This design comes from an exercise in tuning for small area on the open sky130 flow, not from production work. In this exercise RTL edits were held to simulation tests only and were not proved equivalent to the original. Power is estimated from default activity; no workload was simulated.

## bpu_2bit
module bpu_2bit
#(
  parameter int unsigned IDX_BITS = 4
) (
  input  logic        i_clk,
  input  logic        i_rst,
  input  logic        i_stall,
  input  logic [31:0] i_if_pc,
  output logic        o_if_pred_taken,
  output logic [31:0] o_if_pred_target,
  output logic [31:0] o_next_pc,
  input  logic        i_ex_valid,
  input  logic        i_ex_is_branch,
  input  logic [31:0] i_ex_pc,
  input  logic        i_ex_pred_taken,
  input  logic [31:0] i_ex_pred_target,
  input  logic        i_ex_taken,
  input  logic [31:0] i_ex_target,
  output logic        o_flush,
  output logic [31:0] o_branch_cnt,
  output logic [31:0] o_mispred_cnt
);
==> flow/config.mk <==
export PLATFORM = sky130hd
export DESIGN_NAME = bpu_2bit
export DESIGN_NICKNAME = bpu_2bit
export VERILOG_FILES = /design/flow/design.v
export SDC_FILE = /design/flow/constraint.sdc
export NUM_CORES = 4
export LEC_CHECK = 0
export CAP_MARGIN = 5
export CORE_MARGIN = 2
export CORE_UTILIZATION = 60
export SETUP_SLACK_MARGIN = 0.1
export SLEW_MARGIN = 5
==> flow/constraint.sdc <==
create_clock -name core_clock -period 11.0 [get_ports {i_clk}]
set_input_delay 2.2000 -clock core_clock [delete_from_list [all_inputs] [get_ports {i_clk}]]
set_output_delay 2.2000 -clock core_clock [all_outputs]
set_load 0.01 [all_outputs]
standard.sh (not shown) runs the stock make flow with config.mk's settings and CLKGATE_MAP_FILE= SYNTH_SCRIPT=/design/flow/synth_recipe.tcl, a recipe that flattens the netlist after the stock synthesis.
==> flow/flow/run.sh <==
#!/bin/bash
# Own flow: the standard layout (standard.sh) with two changes:
#  - synthesis through flow/my_synth.tcl (synth_recipe.tcl with an
#    area-oriented ABC script; registers are mapped as in the standard run),
#  - the extra ORFS settings below, given on make's command line.
set -euo pipefail
export MY_WORK_DIR=$PWD
export MY_FLOW_DIR=$PWD/flow
EXTRA="'BUFFER_PORTS_ARGS=-buffer_cell sky130_fd_sc_hd__buf_1' 'CTS_ARGS=-sink_clustering_enable -repair_clock_nets -dont_use_dummy_load -buf_list sky130_fd_sc_hd__clkbuf_8 -sink_clustering_size 11 -sink_clustering_max_diameter 70' "
sed -e "s#SYNTH_SCRIPT=[^ ]*#SYNTH_SCRIPT=$MY_FLOW_DIR/my_synth.tcl#" \
    -e "s#CLKGATE_MAP_FILE= #CLKGATE_MAP_FILE= $EXTRA#" standard.sh > my_standard.sh
grep -q "my_synth.tcl" my_standard.sh
bash my_standard.sh > flow_make.log 2>&1
==> flow/flow/abc_area.script <==
&get -n
&st
&dch
&nf -R 1000 -p -C 32 -F 8
&st
&dch
&nf -R 1000 -p -C 32 -F 8
&st
&dch
&nf -R 1000 -p -C 32 -F 8
&st
&dch
&nf -R 1000 -p -C 32 -F 8
&st
&dch
&nf -R 1000 -p -C 32 -F 8
&put
==> flow/flow/my_synth.tcl <==
# The standard synthesis (synth_recipe.tcl) with one change: ABC maps the
# combinational logic with an area-oriented script (delay-relaxed &nf) in
# place of ORFS's speed script. Registers are mapped before ABC and are
# untouched by this change.
set ::my_abc_script $::env(MY_FLOW_DIR)/abc_area.script
set ::my_synth_recipe $::env(MY_WORK_DIR)/synth_recipe.tcl
proc abc {args} {
  set i [lsearch -exact $args -script]
  if { $i >= 0 } { lset args [expr { $i + 1 }] $::my_abc_script }
  puts "abc with script $::my_abc_script"
  yosys abc {*}$args
}
source $::my_synth_recipe
Edit:
--- a/flow/flow/run.sh
+++ b/flow/flow/run.sh
@@ -7,5 +7,5 @@
 export MY_WORK_DIR=$PWD
 export MY_FLOW_DIR=$PWD/flow
-EXTRA="'BUFFER_PORTS_ARGS=-buffer_cell sky130_fd_sc_hd__buf_1' 'CTS_ARGS=-sink_clustering_enable -repair_clock_nets -dont_use_dummy_load -buf_list sky130_fd_sc_hd__clkbuf_8 -sink_clustering_size 11 -sink_clustering_max_diameter 70' "
+EXTRA="'BUFFER_PORTS_ARGS=-buffer_cell sky130_fd_sc_hd__buf_1' 'CTS_ARGS=-sink_clustering_enable -repair_clock_nets -dont_use_dummy_load -buf_list sky130_fd_sc_hd__clkbuf_8 -sink_clustering_size 13 -sink_clustering_max_diameter 75' "
 sed -e "s#SYNTH_SCRIPT=[^ ]*#SYNTH_SCRIPT=$MY_FLOW_DIR/my_synth.tcl#" \
     -e "s#CLKGATE_MAP_FILE= #CLKGATE_MAP_FILE= $EXTRA#" standard.sh > my_standard.sh
Settings changed: CORE_UTILIZATION 60 to 66.
=>
- first-iteration DRC count increases by 6.0%
- combinational power barely changes
- via count increases by 0.75%
Edit:
--- a/flow/flow/run.sh
+++ b/flow/flow/run.sh
@@ -7,5 +7,5 @@
 export MY_WORK_DIR=$PWD
 export MY_FLOW_DIR=$PWD/flow
-EXTRA="'BUFFER_PORTS_ARGS=-buffer_cell sky130_fd_sc_hd__buf_1' 'CTS_ARGS=-sink_clustering_enable -repair_clock_nets -dont_use_dummy_load -buf_list sky130_fd_sc_hd__clkbuf_8 -sink_clustering_size 13 -sink_clustering_max_diameter 75' "
+EXTRA="'BUFFER_PORTS_ARGS=-buffer_cell sky130_fd_sc_hd__buf_1' 'CTS_ARGS=-sink_clustering_enable -repair_clock_nets -dont_use_dummy_load -buf_list sky130_fd_sc_hd__clkbuf_8 -sink_clustering_size 15 -sink_clustering_max_diameter 80' "
 sed -e "s#SYNTH_SCRIPT=[^ ]*#SYNTH_SCRIPT=$MY_FLOW_DIR/my_synth.tcl#" \
     -e "s#CLKGATE_MAP_FILE= #CLKGATE_MAP_FILE= $EXTRA#" standard.sh > my_standard.sh
Sequential share of layout area came out higher by 0.21 points.
Design area decreases by 0.32%.
Global-route usage is about the same.
Non-clock buffer count does not change.
Clock power falls by about 5%.
Edit:
--- a/flow/flow/run.sh
+++ b/flow/flow/run.sh
@@ -7,5 +7,5 @@
 export MY_WORK_DIR=$PWD
 export MY_FLOW_DIR=$PWD/flow
-EXTRA="'BUFFER_PORTS_ARGS=-buffer_cell sky130_fd_sc_hd__buf_1' 'CTS_ARGS=-sink_clustering_enable -repair_clock_nets -dont_use_dummy_load -buf_list sky130_fd_sc_hd__clkbuf_8 -sink_clustering_size 15 -sink_clustering_max_diameter 80' "
+EXTRA="'BUFFER_PORTS_ARGS=-buffer_cell sky130_fd_sc_hd__buf_1' 'CTS_ARGS=-sink_clustering_enable -repair_clock_nets -dont_use_dummy_load -buf_list sky130_fd_sc_hd__clkbuf_8 -sink_clustering_size 11 -sink_clustering_max_diameter 70' "
 sed -e "s#SYNTH_SCRIPT=[^ ]*#SYNTH_SCRIPT=$MY_FLOW_DIR/my_synth.tcl#" \
     -e "s#CLKGATE_MAP_FILE= #CLKGATE_MAP_FILE= $EXTRA#" standard.sh > my_standard.sh
==> flow/flow/abc_area.script (replaced) <==
&get -n
&st
&dch
&nf -R 1000 -p -C 32 -F 8
&st
&dch
&nf -R 1000 -p -C 32 -F 8
&st
&dch
&nf -R 1000 -p -C 32 -F 8
&put
Settings changed: CAP_MARGIN 5 to 10, CORE_UTILIZATION 66 to 60, SLEW_MARGIN 5 to 10.
Via count is lower by 0.67%.
Non-clock buffer count is lower by 1.
Cell count is higher by about 4%.
Final area is higher by about 1.3%.

## afterwards: timing with drivers on the ports
No port has a modelled driver above. Below, the same layouts with a new extraction and two added sets of constraints.
Step 1, drivers: a clkbuf_16 drives i_clk and a buf_2 each remaining input, both assumed.
Step 2 adds t to the input delays and takes it off the output delays; t is the mean of the earliest and latest rising clock arrival at the registers after step 1. Input paths then give back, and output paths get back, about the clock's delay inside the block.
a / b / c = ideal / step 1 / step 2; a / b = the first two.
run	t (ns)	slack for setup (ns)	cell pins on the clock port's net
the first run	0.796	0.917 / 0.816 / 0.816	1
the second run	0.786	0.354 / 0.324 / 0.324	1
the third run	0.789	0.367 / 0.336 / 0.336	1
the fourth run	0.792	1.295 / 1.225 / 1.225	1
After both steps setup and hold are still met in every run listed. The setup slack of the first run, which loses most, moves by -0.101 ns with the drivers and by -0.101 ns with both steps.
